This design comes from an exercise in tuning for small area, a short achievable clock period and few clock cycles per item on the open sky130 flow, not from production work.
In this exercise RTL edits were held to simulation tests only and were not proved equivalent to the original.
Power and IR drop assume default switching activity.

==> design.v <==
`default_nettype none
package bsort_pkg;
    localparam int MAX_ITEMS_DEF   = 64;
    localparam int MAX_BUCKETS_DEF = 16;
    localparam int VAL_W           = 17;
    localparam int BCNT_W          = 5;
    localparam int BKT_W           = 4;
    localparam int PADDR_W         = 3;
    localparam logic [BCNT_W-1:0] BCNT_RST  = 5'd16;
    localparam logic [VAL_W-1:0]  BWIDTH_RST = 17'd6250;
    localparam logic REG_BCNT   = 1'b0;
    localparam logic REG_BWIDTH = 1'b1;
endpackage
`default_nettype wire
`default_nettype none
module bsort_div2 #(
    parameter int VW = 17,
    parameter int SH = 0
) (
    input  wire [VW-1:0]  rem_in,    
    input  wire [VW-1:0]  width,     
    output logic [1:0]    q,
    output logic [VW-1:0] rem_out
);
    localparam int XW = VW + SH + 2;
    logic [XW-1:0] d1, d0, r;
    always_comb begin
        d1 = XW'(width) << (SH + 1);
        d0 = XW'(width) << SH;
        r  = XW'(rem_in);
        q[1] = (r >= d1);
        if (q[1]) r = r - d1;
        q[0] = (r >= d0);
        if (q[0]) r = r - d0;
        rem_out = r[VW-1:0];
    end
endmodule
`default_nettype wire
`default_nettype none
module bucket_sort_core #(
    parameter int MAX_ITEMS   = bsort_pkg::MAX_ITEMS_DEF,
    parameter int MAX_BUCKETS = bsort_pkg::MAX_BUCKETS_DEF
) (
    input  wire                             aclk,
    input  wire                             aresetn,
    input  wire                             psel,
    input  wire                             penable,
    input  wire                             pwrite,
    input  wire [bsort_pkg::PADDR_W-1:0]    paddr,
    input  wire [31:0]                      pwdata,
    output logic [31:0]                     prdata,
    output logic                            pready,
    input  wire                             s_valid,
    output logic                            s_ready,
    input  wire [bsort_pkg::VAL_W-1:0]      s_value,
    input  wire                             s_last,
    output logic                            m_valid,
    input  wire                             m_ready,
    output logic [bsort_pkg::VAL_W-1:0]     m_sorted_value,
    output logic                            m_final_res,
    output logic                            m_overflow,
    output logic [bsort_pkg::BKT_W-1:0]     m_bucket
);
    localparam int VW = bsort_pkg::VAL_W;
    localparam int BW = bsort_pkg::BKT_W;
    localparam int NI = MAX_ITEMS;
    localparam int CW = $clog2(MAX_ITEMS + 1);
    logic [4:0]    bcnt_reg;
    logic [VW-1:0] bwidth_reg;
    logic [VW-1:0] prd_reg;
    logic [VW-1:0] width_eff;
    logic [BW-1:0] nb_m1;
    assign pready = 1'b1;
    assign prdata = {{(32 - VW){1'b0}}, prd_reg};
    always_comb begin
        width_eff = bwidth_reg;
        if (bwidth_reg == '0) width_eff = VW'(1);
        if (bcnt_reg == 5'd0) nb_m1 = '0;
        else if (bcnt_reg > 5'(MAX_BUCKETS)) nb_m1 = BW'(MAX_BUCKETS - 1);
        else nb_m1 = BW'(bcnt_reg - 5'd1);
    end
    logic          in_v, in_last, in_drop;
    logic [VW-1:0] in_k;
    logic [CW-1:0] acc_cnt;         
    logic          ovf_open;        
    logic          ovf_act;         
    logic [VW-1:0] ev [NI];
    logic [NI-1:0] occ, cls, fin;
    logic [NI:0]   lt;              
    logic          pop, push, proc, room, close;
    logic [NI-1:0] occ_n;
    logic          s1_v, s1_fin, s1_ovf;
    logic [VW-1:0] s1_val, s1_rem;
    logic [1:0]    s1_q;
    logic          o_v, k_v;        
    logic [VW-1:0] k_val;
    logic [BW-1:0] k_bkt;
    logic          k_fin, k_ovf;
    logic [1:0]    qa, qb;
    logic [VW-1:0] rem_a, rem_b;
    logic [BW-1:0] bkt_b, q_full;
    assign m_valid = o_v;
    always_comb begin
        for (int i = 0; i < NI; i++) begin
            lt[i] = occ[i] && (cls[i] || ev[i] <= in_k);
        end
        lt[NI] = 1'b0;
        pop   = occ[0] && cls[0] && !(s1_v && o_v && k_v);
        room  = !occ[NI-1] || pop;
        proc  = in_v && (in_drop || room);
        push  = proc && !in_drop;
        close = proc && in_last;
        for (int i = 0; i < NI; i++) begin
            if (push && !pop) occ_n[i] = (i == 0) ? 1'b1 : occ[i-1];
            else if (pop && !push) occ_n[i] = (i == NI - 1) ? 1'b0 : occ[i+1];
            else occ_n[i] = occ[i];
        end
    end
    assign s_ready = !in_v || proc;
    bsort_div2 #(.VW(VW), .SH(2)) u_div_a (
        .rem_in (ev[0]), .width (width_eff), .q (qa), .rem_out (rem_a)
    );
    bsort_div2 #(.VW(VW), .SH(0)) u_div_b (
        .rem_in (s1_rem), .width (width_eff), .q (qb), .rem_out (rem_b)
    );
    assign q_full = {s1_q, qb};
    assign bkt_b  = (q_full > nb_m1) ? nb_m1 : q_full;
    always_ff @(posedge aclk) begin
        for (int i = 0; i < NI; i++) begin
            logic l_prev, l_next;
            l_prev = (i == 0) ? 1'b1 : lt[i-1];
            l_next = lt[i+1];
            if (pop) begin
                if (!push || l_next) begin
                    if (i < NI - 1) begin
                        ev[i]  <= ev[(i < NI - 1) ? i + 1 : i];
                        fin[i] <= fin[(i < NI - 1) ? i + 1 : i];
                    end
                end else if (lt[i]) begin
                    ev[i]  <= in_k;
                    fin[i] <= 1'b0;
                end
            end else if (push) begin
                if (!lt[i]) begin
                    if (l_prev) begin
                        ev[i]  <= in_k;
                        fin[i] <= 1'b0;
                    end else begin
                        ev[i]  <= ev[(i > 0) ? i - 1 : 0];
                        fin[i] <= fin[(i > 0) ? i - 1 : 0];
                    end
                end
            end
            if (close && occ_n[i] && ((i == NI - 1) || !occ_n[(i < NI - 1) ? i + 1 : i])) begin
                fin[i] <= 1'b1;
            end
        end
    end
    always_ff @(posedge aclk) begin
        if (!aresetn) begin
            occ <= '0;
            cls <= '0;
        end else begin
            occ <= occ_n;
            for (int i = 0; i < NI; i++) begin
                logic l_prev, l_next;
                l_prev = (i == 0) ? 1'b1 : lt[i-1];
                l_next = lt[i+1];
                if (close) begin
                    cls[i] <= occ_n[i];
                end else if (pop) begin
                    if (!push || l_next) begin
                        cls[i] <= (i < NI - 1) ? cls[(i < NI - 1) ? i + 1 : i] : 1'b0;
                    end else if (lt[i]) begin
                        cls[i] <= 1'b0;
                    end
                end else if (push) begin
                    if (!lt[i]) begin
                        cls[i] <= l_prev ? 1'b0 : cls[(i > 0) ? i - 1 : 0];
                    end
                end
            end
        end
    end
    always_ff @(posedge aclk) begin
        prd_reg <= paddr[2] ? bwidth_reg : VW'(bcnt_reg);
        if (s_valid && s_ready) begin
            in_k    <= s_value;
            in_last <= s_last;
            in_drop <= (acc_cnt == CW'(NI));
        end
        if (!aresetn) begin
            bcnt_reg   <= bsort_pkg::BCNT_RST;
            bwidth_reg <= bsort_pkg::BWIDTH_RST;
            in_v       <= 1'b0;
            acc_cnt    <= '0;
            ovf_open   <= 1'b0;
            ovf_act    <= 1'b0;
        end else begin
            if (psel && penable && pwrite) begin
                if (paddr[2] == bsort_pkg::REG_BCNT) bcnt_reg <= pwdata[4:0];
                else bwidth_reg <= pwdata[VW-1:0];
            end
            if (s_valid && s_ready) begin
                in_v <= 1'b1;
                if (s_last) acc_cnt <= '0;
                else if (acc_cnt != CW'(NI)) acc_cnt <= acc_cnt + CW'(1);
            end else if (proc) begin
                in_v <= 1'b0;
            end
            if (pop && fin[0]) ovf_act <= 1'b0;
            if (close) begin
                ovf_open <= 1'b0;
                if (ovf_open || in_drop) ovf_act <= 1'b1;
            end else if (proc && in_drop) begin
                ovf_open <= 1'b1;
            end
        end
    end
    logic leave, qroom, incoming;
    assign leave    = !o_v || m_ready;
    assign qroom    = !(o_v && k_v) || m_ready;
    assign incoming = s1_v && qroom;
    always_ff @(posedge aclk) begin
        if (pop) begin
            s1_val <= ev[0];
            s1_rem <= rem_a;
            s1_q   <= qa;
            s1_fin <= fin[0];
            s1_ovf <= ovf_act;
        end
        if (leave) begin
            if (k_v) begin
                m_sorted_value <= k_val;
                m_bucket       <= k_bkt;
                m_final_res    <= k_fin;
                m_overflow     <= k_ovf;
            end else begin
                m_sorted_value <= s1_val;
                m_bucket       <= bkt_b;
                m_final_res    <= s1_fin;
                m_overflow     <= s1_ovf;
            end
        end
        if (incoming && (leave == k_v)) begin
            k_val <= s1_val;
            k_bkt <= bkt_b;
            k_fin <= s1_fin;
            k_ovf <= s1_ovf;
        end
        if (!aresetn) begin
            s1_v <= 1'b0;
            o_v  <= 1'b0;
            k_v  <= 1'b0;
        end else begin
            s1_v <= pop || (s1_v && !qroom);
            if (leave) begin
                o_v <= k_v || incoming;
                k_v <= k_v && incoming;
            end else begin
                k_v <= k_v || incoming;
            end
        end
    end
endmodule
`default_nettype wire
==> run.sh <==
#!/bin/bash
# synth_recipe.tcl (not shown) runs the flow's synth.tcl, then flattens the netlist and writes it again
# the make line also repeats each setting of config.mk as NAME=value (left out here)
make -C /OpenROAD-flow-scripts/flow DESIGN_CONFIG=/design/flow/config.mk WORK_HOME=/design/flow/orfs CLKGATE_MAP_FILE= SYNTH_SCRIPT=/design/flow/synth_recipe.tcl finish
==> config.mk <==
export PLATFORM = sky130hd
export DESIGN_NAME = bucket_sort_core
export DESIGN_NICKNAME = bucket_sort_core
export VERILOG_FILES = /design/flow/design.v
export SDC_FILE = /design/flow/constraint.sdc
export NUM_CORES = 4
export LEC_CHECK = 0
export CAP_MARGIN = 20
export CORE_MARGIN = 2
export CORE_UTILIZATION = 40
export SLEW_MARGIN = 20
==> constraint.sdc <==
create_clock -name core_clock -period 6.5 [get_ports {aclk}]
set_input_delay 1.3000 -clock core_clock [delete_from_list [all_inputs] [get_ports {aclk}]]
set_output_delay 1.3000 -clock core_clock [all_outputs]
set_load 0.01 [all_outputs]
==> run notes <==
==> worst max-delay path by stage <==
stage                              to  slack (ns)
after global placement    m_bucket[3]       -0.08
after detailed placement  m_bucket[3]        0.23
final                     m_bucket[3]        0.37
after CTS                 m_bucket[3]        0.17
after floorplan            s1_rem[10]        1.10
after global routing      m_bucket[3]        0.01
==> cells in the mapped netlist (258+ instances only) <==
cell      instances
mux2i_1         873
inv_1           296
mux2_2          459
ha_1           1161
a21o_1          274
a21oi_1         940
o21ai_0        1286
edfxtp_1       1189
nand2_1         758
clkbuf_1        539
o22ai_1         258
nor2_1          936
==> final cells by class <==
type | instances | area [um^2]
repair buffers | 387 | 3470
clock inverters | 75 | 727
flip-flops and latches | 1433 | 40600
well taps | 3686 | 4610
inverters | 298 | 1170
clock buffers | 256 | 5150
diodes | 6 | 15.0
multi-input cells | 9085 | 65700
fillers | 26000 | 153000
==> power by group <==
group          leakage (nW)  switching, W  internal (W)
registers              13.0      0.000532        0.0107
clock network          2.86       0.00432       0.00603
logic                  31.9       0.00320       0.00189
==> cell families (layout without fill, tap and decap cells) <==
kind of cell	count (synthesis)	in the layout
AO/OA/AOI/OAI	3789	3789
XOR/XNOR	38	38
adder cells (fa/ha/maj)	1164	1164
buffers and inverters	1117	1016
flip-flops	1433	1433
multiplexers	1346	1346
other	2	22
AND/OR/NAND/NOR	2732	2732
==> layer usage <==
layer / vias to the layer above / wire length [um] / GRT usage
li1: 43800 / - / -
met1: 47200 / 165000 / 0.359
met2: 4417 / 184000 / 0.448
met3: 1215 / 33800 / 0.0531
met4: 10 / 24600 / 0.148
met5: - / 71 / 0
==> stage by stage <==
| stage | total power, W | setup WS, ns | instance area, um^2 | instances | setup TNS (ns) |
|---|---|---|---|---|---|
| global placement | 0.0161 | -0.0813 | 115000 | 14900 | -0.207 |
| detailed placement | 0.0163 | 0.227 | 115000 | 14900 | 0 |
| global route | 0.0275 | 0.0137 | 121000 | 15200 | 0 |
| floorplan | 0.0145 | 1.10 | 110000 | 11600 | 0 |
| CTS | 0.0266 | 0.167 | 121000 | 15200 | 0 |
| finish | 0.0266 | 0.369 | 121000 | 15200 | 0 |
==> critical path: cells and delay by family (launching register included) <==
kind	cells	cell delay [ns]
adders and majority gates	4	1.09
buffers and inverters	5	0.65
AOI/OAI and AO/OA	15	2.71
muxes	2	0.61
DFF	1	0.32
and+or+nand+nor	5	0.50
==> run notes <==
Final GP Congestion=0.956; Finish-stage setup viols=0; Starting Density=0.403; Slew Viols, Final=0; number of synthesized register bits=1433; Iteration-0 DRC Markers=10400; critical path's slowest cell=fa_1; drt pass-1 iters=9; Max clock buf depth=4; worst hold start=s1_val[13]; Synth Cell Area=110000 um^2; R2R cell count=31; largest family of logic cells by synthesized area=compound AO/OA/AOI/OAI gates; grt total ovfl=0; first-pass GRT wire length=605000 um; clock insertion delay at the later pin of the skew report=0.90 ns; area grow syn2layout=9.93%; Core Rows=192; Leak Pwr=47.8 nW; Crit Path Class=reg -> reg; worst hold path endpoint=k_val[13]; final hold vios=0; Worst Path Arrival=6.74 ns; post-synthesis cell count=11600; clk_skew=0.0521 ns; Critical Path RT=7.11 ns; Hold Buf Count CTS=0; Worst R2R End=m_bucket[3]; pin count of the biggest net entering global routing=248; # DRC=0; Vert. Die Dim=529 um; syn avg cell area=9.50 um^2; Synth Area in XOR/XNOR=0.00301; Final ANT Viol Nets=0; synth warn=5; number of setup buffers added after CTS=0; WL final=407000 um; # clock sinks=1433; flop-to-flop setup slack=0.37 ns; layout cells sized above 1=0.106; fraction of registers with async set/reset=0; final hold slack=0.456 ns; mux share of post-synthesis cell area=0.128; clock root buffer=clkbuf_16; Worst Hold Depth=0; Slew Limit Headroom=0.179; CTS tree=yes; commonest non-fill, non-tap cell in the layout=o21ai_0; Fmax=0.163 GHz; status=finished clean; CTS clk-pin slew, worst paths=0.05 ns; Die W=529 um; RSZ-0062 raised after global routing=false; Post-Synth Simple-Gate Area=0.115; initial antenna violation count=13; hpwl dp=281000 um; most frequent cells in the layout=1267 x o21ai_0, 1189 x edfxtp_1, 1161 x ha_1; Ports=118; vias in the first global route=95300; via/cell ratio=6.34; WL/cell=26.7 um; max_cap viols=0; htree depth=4; post-synth cell types=115; crit end category=flop; GRT Util Overall=0.281; vias after detailed routing=96600; sequential area share after synthesis=0.368; Most used DFF post-synth=edfxtp_1; worst setup path start=bwidth_reg[7]; peak supply drop=0.235 mV; final core occ=0.443; Final Cycle Share=0.943; Worst setup SP type=flop; post-synthesis adder-cell area fraction=0.132; Core Region=274000 um^2; largest stage delay on the critical path=0.44 ns; CP dominant cell by count=a21oi_1; TritonCTS Buffers=184; die area=280000 um^2; Port Buffers=84; top post-synthesis cells by area=edfxtp_1 32%, ha_1 13%, mux2i_1 7.9%; Final nets=12600; Reg with most FFs=ev; number of enable flip-flop cells after synthesis=1189; post-synth top area share=0.323; fin crit period=6.13 ns; Largest register FFs=1088; reg2reg start=bwidth_reg[7]; post-CTS sizing=0; post-synth top area cell=edfxtp_1; crit path max fanout=12; HP Class=reg -> reg; Power per Cell Area=219 nW/um^2; Synth Area in Compound Gates=0.211; Slew @ Worst Pin=1.23 ns
Testbench counts, summed over its fixed seeds: cycles 5,813, items 5,277.

-- re-timing with driven ports --
No port has a modelled driver above. Below, the same layout with a new extraction and two added sets of constraints.
Step 1 sets driving cells, clkbuf_16 on the clock port and buf_2 on the other inputs (assumed; they add their load-dependent delay and slew).
Step 2 also shifts input and output timing later by t, the mid clock arrival at the registers, as if the neighbouring blocks saw the same clock.
Three values: no drivers, after step 1, after step 2; two values: the first two.
shift t [ns]: 0.966
setup WS [ns]: 0.369 / 0.369 / 0.369
worst register clock-pin slew, ns: 0.07 / 0.07
After both steps this run still meets setup and hold. For this run, drivers alone change the setup slack by 0.000 ns; drivers and shift together by 0.000 ns.
